Source: an optimization exercise on an open RTL-to-GDS flow (aim: small area, a short achievable clock period and few clock cycles per item). Production flows keep margins and buffers that such runs may drop.
Function was checked by simulation only, so behaviour that the tests miss may differ from the original.

==> run E <==
## angle_slew_limiter_unit
module angle_slew_limiter_unit
(
    input  logic                                   clk,
    input  logic                                   rst_n,
    input  logic                                   cfg_valid,
    output logic                                   cfg_ready,
    input  logic [asl_pkg::RATE_W-1:0]             cfg_max_rate,
    input  logic                                   frame_valid,
    output logic                                   frame_ready,
    input  logic signed [asl_pkg::VEC_WIDTH-1:0]   frame_tgt_x,
    input  logic signed [asl_pkg::VEC_WIDTH-1:0]   frame_tgt_y,
    input  logic signed [asl_pkg::VEC_WIDTH-1:0]   frame_src_x,
    input  logic signed [asl_pkg::VEC_WIDTH-1:0]   frame_src_y,
    input  logic [asl_pkg::STAMP_W-1:0]            frame_stamp_us,
    output logic                                   result_valid,
    input  logic                                   result_ready,
    output logic signed [asl_pkg::OUT_ANGLE_W-1:0] result_angle,
    output logic                                   result_was_limited,
    output logic                                   result_was_held
);
clock: 7.5 ns
lec_check: 0
abc_area: 1
abc_clock_period_in_ps: 4500
cap_margin: 20
core_margin: 2
core_utilization: 45
setup_slack_margin: 3.3
slew_margin: 20
run.sh (not shown) runs the stock make flow with config.mk's settings and CLKGATE_MAP_FILE= SYNTH_SCRIPT=/design/flow/synth_recipe.tcl, a recipe that flattens the netlist after the stock synthesis.
==> run K: changes against run E <==
Settings changed: ABC_CLOCK_PERIOD_IN_PS 4500 to 4000, SETUP_SLACK_MARGIN 3.3 to 3.5.
==> summary.txt <==
                                                                            run K           run E
Global-route usage over all layers                                          0.216           0.214
Sequential cell area in the final layout                               37500 um^2      37400 um^2
Post-route standard cell area excluding fillers                       121000 um^2     118000 um^2
Total via count after detailed routing                                      78152           77761
Worst stage delay on the critical path                                    0.54 ns         0.55 ns
Final design utilization                                                    0.525           0.515
Final Worst Setup Slack                                                   3.35 ns         3.34 ns
Post-detailed-routing wire length                                          261 mm          257 mm
Number of fillers in the final layout                                       20958           21145
Area taken by multi-input logic gates                                  62600 um^2      61000 um^2
Arrival time at the worst endpoint                                        4.86 ns         4.88 ns
Achievable Freq                                                         0.241 GHz       0.240 GHz
Routed wire per std cell                                                  17.2 um         17.0 um
Result of the run                                                  finished clean  finished clean
Number of antenna violations at the first check in global routing               5               3
Count of plain and timing-repair buffers in the layout                        452             385
Count of antenna diodes in the layout                                           4               2
Testbench counts of run E, summed over its fixed seeds: cycles 2,560, items 2,048.
Testbench counts of run K, summed over its fixed seeds: cycles 2,560, items 2,048.

---

==> inputs of run a <==
Another version of the RTL of angle_slew_limiter_unit (not shown whole).
Settings: LEC_CHECK=0, ABC_AREA=1, ABC_CLOCK_PERIOD_IN_PS=4000, CAP_MARGIN=20, CORE_MARGIN=2, CORE_UTILIZATION=50, SETUP_SLACK_MARGIN=3.8, SLEW_MARGIN=20; clock period 7.5 ns.
==> inputs of run b, as changes to run a <==
--- a/flow/config.mk
+++ b/flow/config.mk
@@ -10,5 +10,5 @@
 export CAP_MARGIN = 20
 export CORE_MARGIN = 2
-export CORE_UTILIZATION = 50
-export SETUP_SLACK_MARGIN = 3.8
+export CORE_UTILIZATION = 45
+export SETUP_SLACK_MARGIN = 3.3
 export SLEW_MARGIN = 20
==> inputs of run c, as changes to run a <==
--- a/flow/config.mk
+++ b/flow/config.mk
@@ -10,5 +10,7 @@
 export CAP_MARGIN = 20
 export CORE_MARGIN = 2
-export CORE_UTILIZATION = 50
-export SETUP_SLACK_MARGIN = 3.8
+export CORE_UTILIZATION = 45
+export CTS_BUF_LIST = sky130_fd_sc_hd__clkbuf_8
+export CTS_CLUSTER_SIZE = 20
+export SETUP_SLACK_MARGIN = 3.6
 export SLEW_MARGIN = 20
==> flow_summary.toml <==
[floorplanning]
initial_core_util_pct = 45.2
rows = 180

[critical_path]
cp_max_fo = 8

[layout]
inverters = 1584
nNetsFinal = 13900
multi_input_cells = 8129
area_growth_pct = 15.8

[routing]
dr.pass1.iters = 6

[outcome]
outcome = "complete, no violations"

[global_route]
grt_max_degree = 116
That was run c.
==> flow_summary.toml <==
[critical_path]
cp_max_fo = 7

[layout]
multi_input_cells = 8116
nNetsFinal = 13700
inverters = 1584

[outcome]
outcome = "complete, no violations"
That was run b.
==> flow_summary.toml <==
[layout]
nNetsFinal = 13900
area_growth_pct = 17.2

[outcome]
outcome = "complete, no violations"

[floorplanning]
initial_core_util_pct = 50.2
That was run a.
Testbench counts of run a, summed over its fixed seeds: cycles 2,592, items 2,048.
Testbench counts of run b, summed over its fixed seeds: cycles 2,592, items 2,048.
Testbench counts of run c, summed over its fixed seeds: cycles 2,592, items 2,048.

---

==> indigo <==
angle_slew_limiter_unit, a different RTL version from the one above (not shown whole).
clock: 7.5 ns
lec_check: 0
abc_clock_period_in_ps: 4500
cap_margin: 20
core_margin: 2
core_utilization: 50
setup_slack_margin: 3.0
slew_margin: 20
==> sierra (differences from indigo) <==
--- a/flow/design.v
+++ b/flow/design.v
@@ -188,106 +188,146 @@
     logic [16:0] ys_8;
     assign ys_8 = {{14{ry_8[10]}}, ry_8[10:8]};
     logic [9:0] xs_8;
     assign xs_8 = {1'd0, rx_8[16:8]};
     assign x_9 = rx_8 + (ys_8 ^ {17{!d_8}}) + 17'(!d_8);
     assign y_9 = ry_8[9:0] + (xs_8 ^ {10{d_8}}) + 10'(d_8);
+    logic [16:0] rx_9;
+    logic [9:0] ry_9;
+    logic [8:0] rd_9;
+    logic rf_9;
+    always_ff @(posedge clk) begin
+        rx_9 <= x_9;
+        ry_9 <= y_9;
+        rd_9 <= {d_8, rd_8};
+        rf_9 <= rf_8;
+    end
     logic d_9;
-    assign d_9 = !y_9[9] && (y_9 != '0);
+    assign d_9 = !ry_9[9] && (ry_9 != '0);
     logic [16:0] x_10;
     logic [8:0] y_10;
     logic [16:0] ys_9;
-    assign ys_9 = {{16{y_9[9]}}, y_9[9:9]};
+    assign ys_9 = {{16{ry_9[9]}}, ry_9[9:9]};
     logic [8:0] xs_9;
-    assign xs_9 = {1'd0, x_9[16:9]};
-    assign x_10 = x_9 + (ys_9 ^ {17{!d_9}}) + 17'(!d_9);
-    assign y_10 = y_9[8:0] + (xs_9 ^ {9{d_9}}) + 9'(d_9);
-    logic [16:0] rx_9;
-    logic [8:0] ry_9;
-    logic [9:0] rd_9;
-    logic rf_9;
+    assign xs_9 = {1'd0, rx_9[16:9]};
+    assign x_10 = rx_9 + (ys_9 ^ {17{!d_9}}) + 17'(!d_9);
+    assign y_10 = ry_9[8:0] + (xs_9 ^ {9{d_9}}) + 9'(d_9);
+    logic [16:0] rx_10;
+    logic [8:0] ry_10;
+    logic [9:0] rd_10;
+    logic rf_10;
     always_ff @(posedge clk) begin
-        rx_9 <= x_10;
-        ry_9 <= y_10;
-        rd_9 <= {d_9, d_8, rd_8};
-        rf_9 <= rf_8;
+        rx_10 <= x_10;
+        ry_10 <= y_10;
+        rd_10 <= {d_9, rd_9};
+        rf_10 <= rf_9;
     end
     logic d_10;
-    assign d_10 = !ry_9[8] && (ry_9 != '0);
+    assign d_10 = !ry_10[8] && (ry_10 != '0);
     logic [16:0] x_11;
     logic [7:0] y_11;
     logic [16:0] ys_10;
-    assign ys_10 = {17{ry_9[8]}};
+    assign ys_10 = {17{ry_10[8]}};
     logic [7:0] xs_10;
-    assign xs_10 = {1'd0, rx_9[16:10]};
-    assign x_11 = rx_9 + (ys_10 ^ {17{!d_10}}) + 17'(!d_10);
-    assign y_11 = ry_9[7:0] + (xs_10 ^ {8{d_10}}) + 8'(d_10);
+    assign xs_10 = {1'd0, rx_10[16:10]};
+    assign x_11 = rx_10 + (ys_10 ^ {17{!d_10}}) + 17'(!d_10);
+    assign y_11 = ry_10[7:0] + (xs_10 ^ {8{d_10}}) + 8'(d_10);
+    logic [16:0] rx_11;
+    logic [7:0] ry_11;
+    logic [10:0] rd_11;
+    logic rf_11;
+    always_ff @(posedge clk) begin
+        rx_11 <= x_11;
+        ry_11 <= y_11;
+        rd_11 <= {d_10, rd_10};
+        rf_11 <= rf_10;
+    end
     logic d_11;
-    assign d_11 = !y_11[7] && (y_11 != '0);
+    assign d_11 = !ry_11[7] && (ry_11 != '0);
     logic [16:0] x_12;
     logic [6:0] y_12;
     logic [16:0] ys_11;
-    assign ys_11 = {17{y_11[7]}};
+    assign ys_11 = {17{ry_11[7]}};
     logic [6:0] xs_11;
-    assign xs_11 = {1'd0, x_11[16:11]};
-    assign x_12 = x_11 + (ys_11 ^ {17{!d_11}}) + 17'(!d_11);
-    assign y_12 = y_11[6:0] + (xs_11 ^ {7{d_11}}) + 7'(d_11);
-    logic [16:0] rx_10;
-    logic [6:0] ry_10;
-    logic [11:0] rd_10;
-    logic rf_10;
+    assign xs_11 = {1'd0, rx_11[16:11]};
+    assign x_12 = rx_11 + (ys_11 ^ {17{!d_11}}) + 17'(!d_11);
+    assign y_12 = ry_11[6:0] + (xs_11 ^ {7{d_11}}) + 7'(d_11);
+    logic [16:0] rx_12;
+    logic [6:0] ry_12;
+    logic [11:0] rd_12;
+    logic rf_12;
     always_ff @(posedge clk) begin
-        rx_10 <= x_12;
-        ry_10 <= y_12;
-        rd_10 <= {d_11, d_10, rd_9};
-        rf_10 <= rf_9;
+        rx_12 <= x_12;
+        ry_12 <= y_12;
+        rd_12 <= {d_11, rd_11};
+        rf_12 <= rf_11;
     end
     logic d_12;
-    assign d_12 = !ry_10[6] && (ry_10 != '0);
+    assign d_12 = !ry_12[6] && (ry_12 != '0);
     logic [16:0] x_13;
     logic [5:0] y_13;
     logic [16:0] ys_12;
-    assign ys_12 = {17{ry_10[6]}};
+    assign ys_12 = {17{ry_12[6]}};
     logic [5:0] xs_12;
-    assign xs_12 = {1'd0, rx_10[16:12]};
-    assign x_13 = rx_10 + (ys_12 ^ {17{!d_12}}) + 17'(!d_12);
-    assign y_13 = ry_10[5:0] + (xs_12 ^ {6{d_12}}) + 6'(d_12);
+    assign xs_12 = {1'd0, rx_12[16:12]};
+    assign x_13 = rx_12 + (ys_12 ^ {17{!d_12}}) + 17'(!d_12);
+    assign y_13 = ry_12[5:0] + (xs_12 ^ {6{d_12}}) + 6'(d_12);
+    logic [16:0] rx_13;
+    logic [5:0] ry_13;
+    logic [12:0] rd_13;
+    logic rf_13;
+    always_ff @(posedge clk) begin
+        rx_13 <= x_13;
+        ry_13 <= y_13;
+        rd_13 <= {d_12, rd_12};
+        rf_13 <= rf_12;
+    end
     logic d_13;
-    assign d_13 = !y_13[5] && (y_13 != '0);
+    assign d_13 = !ry_13[5] && (ry_13 != '0);
     logic [16:0] x_14;
     logic [4:0] y_14;
     logic [16:0] ys_13;
-    assign ys_13 = {17{y_13[5]}};
+    assign ys_13 = {17{ry_13[5]}};
     logic [4:0] xs_13;
-    assign xs_13 = {1'd0, x_13[16:13]};
-    assign x_14 = x_13 + (ys_13 ^ {17{!d_13}}) + 17'(!d_13);
-    assign y_14 = y_13[4:0] + (xs_13 ^ {5{d_13}}) + 5'(d_13);
-    logic [16:0] rx_11;
-    logic [4:0] ry_11;
-    logic [13:0] rd_11;
-    logic rf_11;
+    assign xs_13 = {1'd0, rx_13[16:13]};
+    assign x_14 = rx_13 + (ys_13 ^ {17{!d_13}}) + 17'(!d_13);
+    assign y_14 = ry_13[4:0] + (xs_13 ^ {5{d_13}}) + 5'(d_13);
+    logic [16:0] rx_14;
+    logic [4:0] ry_14;
+    logic [13:0] rd_14;
+    logic rf_14;
     always_ff @(posedge clk) begin
-        rx_11 <= x_14;
-        ry_11 <= y_14;
-        rd_11 <= {d_13, d_12, rd_10};
-        rf_11 <= rf_10;
+        rx_14 <= x_14;
+        ry_14 <= y_14;
+        rd_14 <= {d_13, rd_13};
+        rf_14 <= rf_13;
     end
     logic d_14;
-    assign d_14 = !ry_11[4] && (ry_11 != '0);
+    assign d_14 = !ry_14[4] && (ry_14 != '0);
     logic [16:0] x_15;
     logic [4:0] y_15;
     logic [16:0] ys_14;
-    assign ys_14 = {17{ry_11[4]}};
+    assign ys_14 = {17{ry_14[4]}};
     logic [4:0] xs_14;
-    assign xs_14 = {2'd0, rx_11[16:14]};
-    assign x_15 = rx_11 + (ys_14 ^ {17{!d_14}}) + 17'(!d_14);
-    assign y_15 = ry_11[4:0] + (xs_14 ^ {5{d_14}}) + 5'(d_14);
+    assign xs_14 = {2'd0, rx_14[16:14]};
+    assign x_15 = rx_14 + (ys_14 ^ {17{!d_14}}) + 17'(!d_14);
+    assign y_15 = ry_14[4:0] + (xs_14 ^ {5{d_14}}) + 5'(d_14);
+    logic [16:0] rx_15;
+    logic [4:0] ry_15;
+    logic [14:0] rd_15;
+    logic rf_15;
+    always_ff @(posedge clk) begin
+        rx_15 <= x_15;
+        ry_15 <= y_15;
+        rd_15 <= {d_14, rd_14};
+        rf_15 <= rf_14;
+    end
     logic d_15;
-    assign d_15 = !y_15[4] && (y_15 != '0);
-    assign d_out = {d_15, d_14, rd_11};
-    assign flip_out = rf_11;
+    assign d_15 = !ry_15[4] && (ry_15 != '0);
+    assign d_out = {d_15, rd_15};
+    assign flip_out = rf_15;
 endmodule
 `timescale 1ns / 1ps
 module asl_slew_mul
 (
     input  logic        clk,
     input  logic [31:0] rate,
@@ -2133,16 +2173,16 @@
     output logic                                   result_valid,
     input  logic                                   result_ready,
     output logic signed [asl_pkg::OUT_ANGLE_W-1:0] result_angle,
     output logic                                   result_was_limited,
     output logic                                   result_was_held
 );
-    localparam int G     = 12;           
+    localparam int G     = 16;           
     localparam int MST   = 2;         
-    localparam int SST   = 15;         
-    localparam int DEPTH = 17;       
+    localparam int SST   = 19;         
+    localparam int DEPTH = 21;       
     localparam int CNT_W = $clog2(DEPTH + 1);
     localparam int PTR_W = $clog2(DEPTH);
     logic [31:0] rate_q;
     logic [31:0] last_q;
     logic [CNT_W-1:0] cnt_q, cnt_n;
     logic ready_q;
ABC_CLOCK_PERIOD_IN_PS = 4000   (was 4500)
SETUP_SLACK_MARGIN = 3.5   (was 3.0)
==> comparison table <==
|  | indigo | sierra |
|---|---|---|
| Sequential cell area | 0.03842 sq mm | 0.04738 sq mm |
| Met1 usage in global routing | 0.3199 | 0.3051 |
| Worst r2r path cells | 30 | 29 |
| Fillers | 17920 | 19710 |
| Share of cell area taken by flip-flops and latches | 0.2958 | 0.3453 |
| Site row count | 171 | 177 |
| Met2 routed wirelength | 138.7 mm | 145.0 mm |
| Seq cells post-synth | 1729 | 2139 |
| Cell repeated most along the worst path | a21oi_2 | o21ai_1 |
| Transition at the pin with the smallest max-transition slack | 1.104 ns | 1.104 ns |
| Worst-skew pair later-pin latency | 0.87 ns | 0.88 ns |
| Max FFs per register | 288 | 360 |
| Share of the synthesized netlist area taken by xor and xnor gates | 0.1021 | 0.1002 |
| Status | timing/DRC/antenna clean | timing/DRC/antenna clean |
| Worst EP required | 8.10 ns | 8.09 ns |
| Post-layout instance count excluding filler cells | 14880 | 15190 |
| Worst Hold Endpoint | u_cor_t.rf_10 | u_cor_t.rd_11[4] |
| Number of clock sinks | 1729 | 2139 |
| Syn-to-layout area delta | 19.25% | 16.97% |
| Portion of netlist area occupied by mux cells | 0.02087 | 0.02604 |
| Multi-input gate share of total cell area | 0.5446 | 0.5062 |
| Reg-to-reg critical path startpoint | cur_q[2] | cur_q[0] |
Testbench counts of indigo, summed over its fixed seeds: cycles 2,592, items 2,048.
Testbench counts of sierra, summed over its fixed seeds: cycles 2,720, items 2,048.

## static timing again, ports no longer ideal
The flow's constraints put no driver on any port. The routed layouts listed below were extracted and timed again, unchanged, in two steps.
Step 1, drivers: a clkbuf_16 drives clk and a buf_2 each remaining input, both assumed.
Step 2 adds t to the input delays and takes it off the output delays; t is the mean of the earliest and latest rising clock arrival at the registers after step 1. Input paths then give back, and output paths get back, about the clock's delay inside the block.
a / b / c = ideal ports / drivers / drivers and shift; a / b = the first two.
run	shift t [ns]	slack for setup (ns)	worst register clock-pin slew, ns	cell pins on the clock port's net
run E	0.925	3.340 / 3.340 / 2.692	0.07 / 0.07	1
run K	0.934	3.345 / 3.345 / 2.800	0.07 / 0.07	1
run a	0.933	3.380 / 3.380 / 3.030	0.07 / 0.07	1
run b	0.936	3.352 / 3.352 / 2.710	0.07 / 0.07	1
run c	1.151	3.358 / 3.358 / 2.803	0.07 / 0.07	1
indigo	0.922	1.289 / 1.289 / 1.289	0.07 / 0.07	1
sierra	0.960	1.781 / 1.781 / 1.781	0.07 / 0.07	1
After both steps setup and hold are still met in every run listed. The setup slack of run E, which loses most, moves by 0.000 ns with the drivers and by -0.648 ns with both steps.
